Background: an optimization exercise with open tools, aiming at small area and a short achievable clock period. Do not read the settings as production practice. In this exercise RTL edits were held to simulation tests only and were not proved equivalent to the original. Power is estimated from default activity; no workload was simulated.

==> flow/design.v <==
`default_nettype none
package copy_cfg_pkg;
    localparam int ADDR_W = 16;
    localparam int DATA_BYTES = 64;
    localparam int DATA_W     = DATA_BYTES * 8;
    localparam int NUM_DIMS = 6;
    localparam int REQ_W_DEFAULT = 16;
endpackage : copy_cfg_pkg
`default_nettype wire
`default_nettype none
package copy_types_pkg;
    localparam int ADDR_W   = 16;
    localparam int DATA_W   = 64 * 8;
    localparam int NUM_DIMS = 6;
    typedef struct packed {
        logic [ADDR_W-1:0]                   base;
        logic [NUM_DIMS-1:0][ADDR_W-1:0] size;
        logic [NUM_DIMS-1:0][ADDR_W-1:0] stride;
    } addr_pattern_t;
    typedef struct packed {
        logic [ADDR_W-1:0] addr;
        logic              vld;
    } rd_req_t;
    typedef struct packed {
        logic [ADDR_W-1:0] addr;
        logic [DATA_W-1:0] data;
        logic              vld;
    } wr_beat_t;
endpackage : copy_types_pkg
`default_nettype wire
`default_nettype none
module req_counter #(
    parameter int CNT_W = copy_cfg_pkg::REQ_W_DEFAULT
) (
    input  logic             clk,
    input  logic             load,
    input  logic [CNT_W-1:0] load_val,
    input  logic             dec,
    output logic [CNT_W-1:0] count
);
    always_ff @(posedge clk) begin
        if (load)     count <= load_val;
        else if (dec) count <= count - 1'b1;
    end
endmodule
`default_nettype wire
`default_nettype none
module nested_addr_gen (
    input  logic                            clk,
    input  logic                            init_pulse,
    input  logic                            prime,      
    input  copy_types_pkg::addr_pattern_t   pattern,
    input  logic                            step,
    output logic [copy_cfg_pkg::ADDR_W-1:0] addr
);
    localparam int ND = copy_cfg_pkg::NUM_DIMS;
    localparam int AW = copy_cfg_pkg::ADDR_W;
    logic [AW-1:0]          base_q;
    logic [AW-1:0]          back_q;     
    logic [ND-1:0][AW-1:0]  size_q;
    logic [ND-1:0]          tiny_q;     
    logic [ND-1:0][AW-1:0]  cnt_q;      
    logic [ND-1:0]          last_q;     
    logic [ND-1:0]          pen_q;      
    logic [ND-1:0][AW-1:0]  jmp_q;      
    logic [ND-1:0]          jmp_ok;
    logic [ND-1:0]          sel_q;      
    logic [AW-1:0]          jn_q;       
    logic                   okn_q;      
    logic [ND-1:0]          below;      
    logic [ND-1:0]          last_nx;
    logic [ND-1:0]          ok_nx;
    logic [ND-1:0]          sel_nx;
    logic [AW-1:0]          jn_nx;
    logic                   okn_nx;
    logic                   adv;        
    assign adv = step | prime;
    always_comb begin
        logic seen;
        seen = 1'b0;
        for (int d = 0; d < ND; d++) begin
            seen     = seen | sel_q[d];
            below[d] = ~seen;
        end
    end
    always_comb begin
        for (int d = 0; d < ND; d++) begin
            last_nx[d] = last_q[d];
            ok_nx[d]   = jmp_ok[d];
            if (adv) begin
                if (below[d])      last_nx[d] = tiny_q[d];
                else if (sel_q[d]) last_nx[d] = pen_q[d];
                if (sel_q[d])      ok_nx[d]   = 1'b1;
            end
        end
    end
    always_comb begin
        logic carry;
        carry = 1'b1;
        for (int d = 0; d < ND; d++) begin
            sel_nx[d] = carry & ~last_nx[d];
            carry     = carry & last_nx[d];
        end
    end
    always_comb begin
        jn_nx  = '0;
        okn_nx = 1'b0;
        for (int d = 0; d < ND; d++) begin
            jn_nx  = jn_nx | ({AW{sel_nx[d]}} & jmp_q[d]);
            okn_nx = okn_nx | (sel_nx[d] & ok_nx[d]);
        end
    end
    always_ff @(posedge clk) begin
        if (init_pulse) begin
            base_q <= pattern.base;
            size_q <= pattern.size;
            jmp_q  <= pattern.stride;
            jmp_ok <= '0;
            for (int d = 0; d < ND; d++)
                tiny_q[d] <= (pattern.size[d][AW-1:1] == '0);
        end else begin
            last_q <= last_nx;
            jmp_ok <= ok_nx;
            if (adv) begin
                addr   <= (okn_q ? addr : base_q) + jn_q;
                back_q <= (okn_q ? back_q : '0) - jn_q;
                for (int d = 0; d < ND; d++) begin
                    if (below[d]) begin
                        cnt_q[d] <= size_q[d];
                        pen_q[d] <= (size_q[d] == AW'(2));
                    end else if (sel_q[d]) begin
                        cnt_q[d] <= cnt_q[d] - 1'b1;
                        pen_q[d] <= (cnt_q[d] == AW'(3));
                    end
                    if (sel_q[d] & ~jmp_ok[d]) jmp_q[d] <= back_q + jn_q;
                end
            end
        end
    end
    always_ff @(posedge clk) begin
        if (init_pulse) begin
            sel_q <= '0;
            jn_q  <= '0;
            okn_q <= 1'b0;
        end else begin
            sel_q <= sel_nx;
            jn_q  <= jn_nx;
            okn_q <= okn_nx;
        end
    end
endmodule
`default_nettype wire
`default_nettype none
module copy_sequencer #(
    parameter int REQ_W = copy_cfg_pkg::REQ_W_DEFAULT
) (
    input  logic             clk,
    input  logic             reset_n,
    input  logic             init_pulse,
    input  logic [REQ_W-1:0] areq_num,
    input  logic             rdata_vld,
    output logic             rd_vld,      
    output logic             finish
);
    logic             active;      
    logic             rd_go;
    logic             last_pre;    
    logic [REQ_W-1:0] rd_left;     
    logic [REQ_W-1:0] rsp_left;    
    always_ff @(posedge clk or negedge reset_n) begin
        if (~reset_n)        active <= 1'b0;
        else if (init_pulse) active <= 1'b1;
    end
    assign rd_go = active & (rd_left != '0);
    req_counter #(.CNT_W(REQ_W)) u_rd_cnt (
        .clk      (clk)
    ,   .load     (init_pulse)
    ,   .load_val (areq_num)
    ,   .dec      (rd_go)
    ,   .count    (rd_left)
    );
    req_counter #(.CNT_W(REQ_W)) u_rsp_cnt (
        .clk      (clk)
    ,   .load     (init_pulse)
    ,   .load_val (areq_num)
    ,   .dec      (rdata_vld)
    ,   .count    (rsp_left)
    );
    always_ff @(posedge clk or negedge reset_n) begin
        if (~reset_n) begin
            rd_vld   <= 1'b0;
            last_pre <= 1'b0;
            finish   <= 1'b0;
        end else begin
            rd_vld   <= rd_go;
            last_pre <= (rdata_vld & (rsp_left == REQ_W'(1)))
                      | (init_pulse & (areq_num == '0));
            finish   <= last_pre;
        end
    end
endmodule
`default_nettype wire
`default_nettype none
module write_stage (
    input  logic                            clk,
    input  logic                            reset_n,
    input  logic [copy_cfg_pkg::DATA_W-1:0] rdata,
    input  logic                            rdata_vld,
    output logic [copy_cfg_pkg::DATA_W-1:0] wdata,
    output logic                            wvld
);
    always_ff @(posedge clk) begin
        wdata <= rdata;
    end
    always_ff @(posedge clk or negedge reset_n) begin
        if (~reset_n) wvld <= 1'b0;
        else          wvld <= rdata_vld;
    end
endmodule
`default_nettype wire
`default_nettype none
module strided_copy #(
    parameter int REQ_W = copy_cfg_pkg::REQ_W_DEFAULT
) (
    input  logic                            clk,
    input  logic                            reset_n,
    input  logic                            init_pulse,
    input  logic [REQ_W-1:0]                areq_num,
    input  logic [copy_cfg_pkg::ADDR_W*(1+2*copy_cfg_pkg::NUM_DIMS)-1:0] rd_pattern,
    input  logic [copy_cfg_pkg::ADDR_W*(1+2*copy_cfg_pkg::NUM_DIMS)-1:0] wr_pattern,
    input  logic [copy_cfg_pkg::DATA_W-1:0] rdata,
    input  logic                            rdata_vld,
    output logic [copy_cfg_pkg::ADDR_W-1:0] rd_req_addr,
    output logic                            rd_req_vld,
    output logic [copy_cfg_pkg::ADDR_W-1:0] wr_addr,
    output logic [copy_cfg_pkg::DATA_W-1:0] wr_data,
    output logic                            wr_vld,
    output logic                            finish
);
    copy_types_pkg::addr_pattern_t   rd_pat;
    copy_types_pkg::addr_pattern_t   wr_pat;
    logic                            prime;     
    always_ff @(posedge clk) begin
        prime <= init_pulse;
    end
    assign rd_pat = rd_pattern;
    assign wr_pat = wr_pattern;
    copy_sequencer #(.REQ_W(REQ_W)) u_seq (
        .clk        (clk)
    ,   .reset_n    (reset_n)
    ,   .init_pulse (init_pulse)
    ,   .areq_num   (areq_num)
    ,   .rdata_vld  (rdata_vld)
    ,   .rd_vld     (rd_req_vld)
    ,   .finish     (finish)
    );
    nested_addr_gen u_rd_gen (
        .clk        (clk)
    ,   .init_pulse (init_pulse)
    ,   .prime      (prime)
    ,   .pattern    (rd_pat)
    ,   .step       (rd_req_vld)
    ,   .addr       (rd_req_addr)
    );
    nested_addr_gen u_wr_gen (
        .clk        (clk)
    ,   .init_pulse (init_pulse)
    ,   .prime      (prime)
    ,   .pattern    (wr_pat)
    ,   .step       (wr_vld)
    ,   .addr       (wr_addr)
    );
    write_stage u_wr_stage (
        .clk        (clk)
    ,   .reset_n    (reset_n)
    ,   .rdata      (rdata)
    ,   .rdata_vld  (rdata_vld)
    ,   .wdata      (wr_data)
    ,   .wvld       (wr_vld)
    );
endmodule
`default_nettype wire
==> flow/config.mk <==
export PLATFORM = sky130hd
export DESIGN_NAME = strided_copy
export DESIGN_NICKNAME = strided_copy
export VERILOG_FILES = /design/flow/design.v
export SDC_FILE = /design/flow/constraint.sdc
export NUM_CORES = 4
export LEC_CHECK = 0
export ABC_CLOCK_PERIOD_IN_PS = 2700
export CAP_MARGIN = 20
export CORE_AREA = 5 5 505 505
export DIE_AREA = 0 0 510 510
export SETUP_SLACK_MARGIN = 2.75
export SLEW_MARGIN = 20
==> flow/constraint.sdc <==
create_clock -name core_clock -period 5.3 [get_ports {clk}]
set_input_delay 1.0600 -clock core_clock [delete_from_list [all_inputs] [get_ports {clk}]]
set_output_delay 1.0600 -clock core_clock [all_outputs]
set_load 0.01 [all_outputs]
standard.sh (not shown) runs the stock make flow with config.mk's settings and CLKGATE_MAP_FILE= SYNTH_SCRIPT=/design/flow/synth_recipe.tcl, a recipe that flattens the netlist after the stock synthesis.
==> flow/flow/run.sh <==
#!/bin/bash
# The standard layout, with these changes: each data bit's input and
# output pins are placed side by side (flow/pins.tcl, read just before pin
# placement), the port buffers are the smallest buffer (the resizer upsizes
# the ones on critical paths), and CTS adds no dummy loads and drives the registers through clkbuf_8. The make output
# goes to flow.log; ORFS keeps each step's log under orfs/logs/.
set -uo pipefail
export PRE_IO_PLACEMENT_TCL="$PWD/flow/pins.tcl"
export BUFFER_PORTS_ARGS="-buffer_cell sky130_fd_sc_hd__buf_1"
export CTS_ARGS="-sink_clustering_enable -repair_clock_nets -dont_use_dummy_load -buf_list {sky130_fd_sc_hd__clkbuf_8 sky130_fd_sc_hd__clkbuf_16} -root_buf sky130_fd_sc_hd__clkbuf_16 -tree_buf sky130_fd_sc_hd__clkbuf_16 -sink_clustering_buffer sky130_fd_sc_hd__clkbuf_8"
bash standard.sh > flow.log 2>&1
==> flow/flow/pins.tcl <==
# Keep each data bit's input and output pins side by side, so the register
# between them sits next to both.
for {set i 0} {$i < 512} {incr i} {
  set_io_pin_constraint -group -order -pin_names [list "rdata\[$i\]" "wr_data\[$i\]"]
}
Edit:
--- a/flow/design.v
+++ b/flow/design.v
@@ -72,10 +72,28 @@
     logic [ND-1:0]          ok_nx;
     logic [ND-1:0]          sel_nx;
     logic [AW-1:0]          jn_nx;
     logic                   okn_nx;
     logic                   adv;        
+    function automatic logic [AW-1:0] add_fast(input logic [AW-1:0] a,
+                                               input logic [AW-1:0] b,
+                                               input logic          cin);
+        logic [AW-1:0] g, p, gg, pp, c;
+        g  = a & b;
+        p  = a ^ b;
+        gg = g;
+        pp = p;
+        for (int s = 1; s < AW; s = s * 2) begin
+            for (int i = AW - 1; i >= s; i--) begin
+                gg[i] = gg[i] | (pp[i] & gg[i-s]);
+                pp[i] = pp[i] & pp[i-s];
+            end
+        end
+        c[0] = cin;
+        for (int i = 1; i < AW; i++) c[i] = gg[i-1] | (pp[i-1] & cin);
+        add_fast = p ^ c;
+    endfunction
     assign adv = step | prime;
     always_comb begin
         logic seen;
         seen = 1'b0;
         for (int d = 0; d < ND; d++) begin
@@ -120,21 +138,21 @@
                 tiny_q[d] <= (pattern.size[d][AW-1:1] == '0);
         end else begin
             last_q <= last_nx;
             jmp_ok <= ok_nx;
             if (adv) begin
-                addr   <= (okn_q ? addr : base_q) + jn_q;
-                back_q <= (okn_q ? back_q : '0) - jn_q;
+                addr   <= add_fast(okn_q ? addr : base_q, jn_q, 1'b0);
+                back_q <= add_fast(okn_q ? back_q : '0, ~jn_q, 1'b1);
                 for (int d = 0; d < ND; d++) begin
                     if (below[d]) begin
                         cnt_q[d] <= size_q[d];
                         pen_q[d] <= (size_q[d] == AW'(2));
                     end else if (sel_q[d]) begin
                         cnt_q[d] <= cnt_q[d] - 1'b1;
                         pen_q[d] <= (cnt_q[d] == AW'(3));
                     end
-                    if (sel_q[d] & ~jmp_ok[d]) jmp_q[d] <= back_q + jn_q;
+                    if (sel_q[d] & ~jmp_ok[d]) jmp_q[d] <= add_fast(back_q, jn_q, 1'b0);
                 end
             end
         end
     end
     always_ff @(posedge clk) begin
@@ -156,10 +174,11 @@
 ) (
     input  logic             clk,
     input  logic             reset_n,
     input  logic             init_pulse,
     input  logic [REQ_W-1:0] areq_num,
+    input  logic             prime,       
     input  logic             rdata_vld,
     output logic             rd_vld,      
     output logic             finish
 );
     logic             active;      
@@ -191,13 +210,12 @@
             rd_vld   <= 1'b0;
             last_pre <= 1'b0;
             finish   <= 1'b0;
         end else begin
             rd_vld   <= rd_go;
-            last_pre <= (rdata_vld & (rsp_left == REQ_W'(1)))
-                      | (init_pulse & (areq_num == '0));
-            finish   <= last_pre;
+            last_pre <= rdata_vld & (rsp_left == REQ_W'(1));
+            finish   <= last_pre | (prime & (rsp_left == '0));
         end
     end
 endmodule
 `default_nettype wire
 `default_nettype none
@@ -248,10 +266,11 @@
     copy_sequencer #(.REQ_W(REQ_W)) u_seq (
         .clk        (clk)
     ,   .reset_n    (reset_n)
     ,   .init_pulse (init_pulse)
     ,   .areq_num   (areq_num)
+    ,   .prime      (prime)
     ,   .rdata_vld  (rdata_vld)
     ,   .rd_vld     (rd_req_vld)
     ,   .finish     (finish)
     );
     nested_addr_gen u_rd_gen (
Effect: Area after synthesis decreases by 1.3%. Worst setup slack is worse by 0.036 ns. Final cell count drops by 1.9%. Routed wire length falls by 6.0%. Fmax decreases by 1.4%. Clock-buffer cell count drops by 9. Sequential share of layout area grows by 0.89 points. Critical path depth went up by 9. Non-clock buffer count is lower by 22. Core utilization shrinks by 0.46 points. Global-route usage shrinks by 0.89 points. Clock power came out lower by 4.1%.

[afterwards: timing with drivers on the ports]
No port has a modelled driver above. Below, the same layouts with a new extraction and two added sets of constraints. Step 1: set_driving_cell puts a clkbuf_16 on clk and a buf_2 on each other input, an assumption about the parent block. Step 2 times the ports against the registers' clock, not the clock port: input delays grow and output delays shrink by t, the midpoint of the rising clock arrivals with the driver on. Three values: ideal ports, drivers, drivers and shift; two values: the first two.
| run | t (ns) | setup slack, ns | hold slack, ns | clock arrival spread, ns | worst data-port slew with drivers (ns) |
|---|---|---|---|---|---|
| the first run | 0.859 | 2.689 / 2.599 / 1.937 | 0.324 / 0.263 / 0.414 | 0.124 / 0.123 | 0.30 |
| the second run | 0.817 | 2.653 / 2.653 / 1.987 | 0.412 / 0.359 / 0.424 | 0.142 / 0.141 | 0.29 |
After both steps setup and hold are still met in every run listed. For the first run, which loses most, drivers alone change the setup slack by -0.090 ns; drivers and shift together by -0.752 ns.
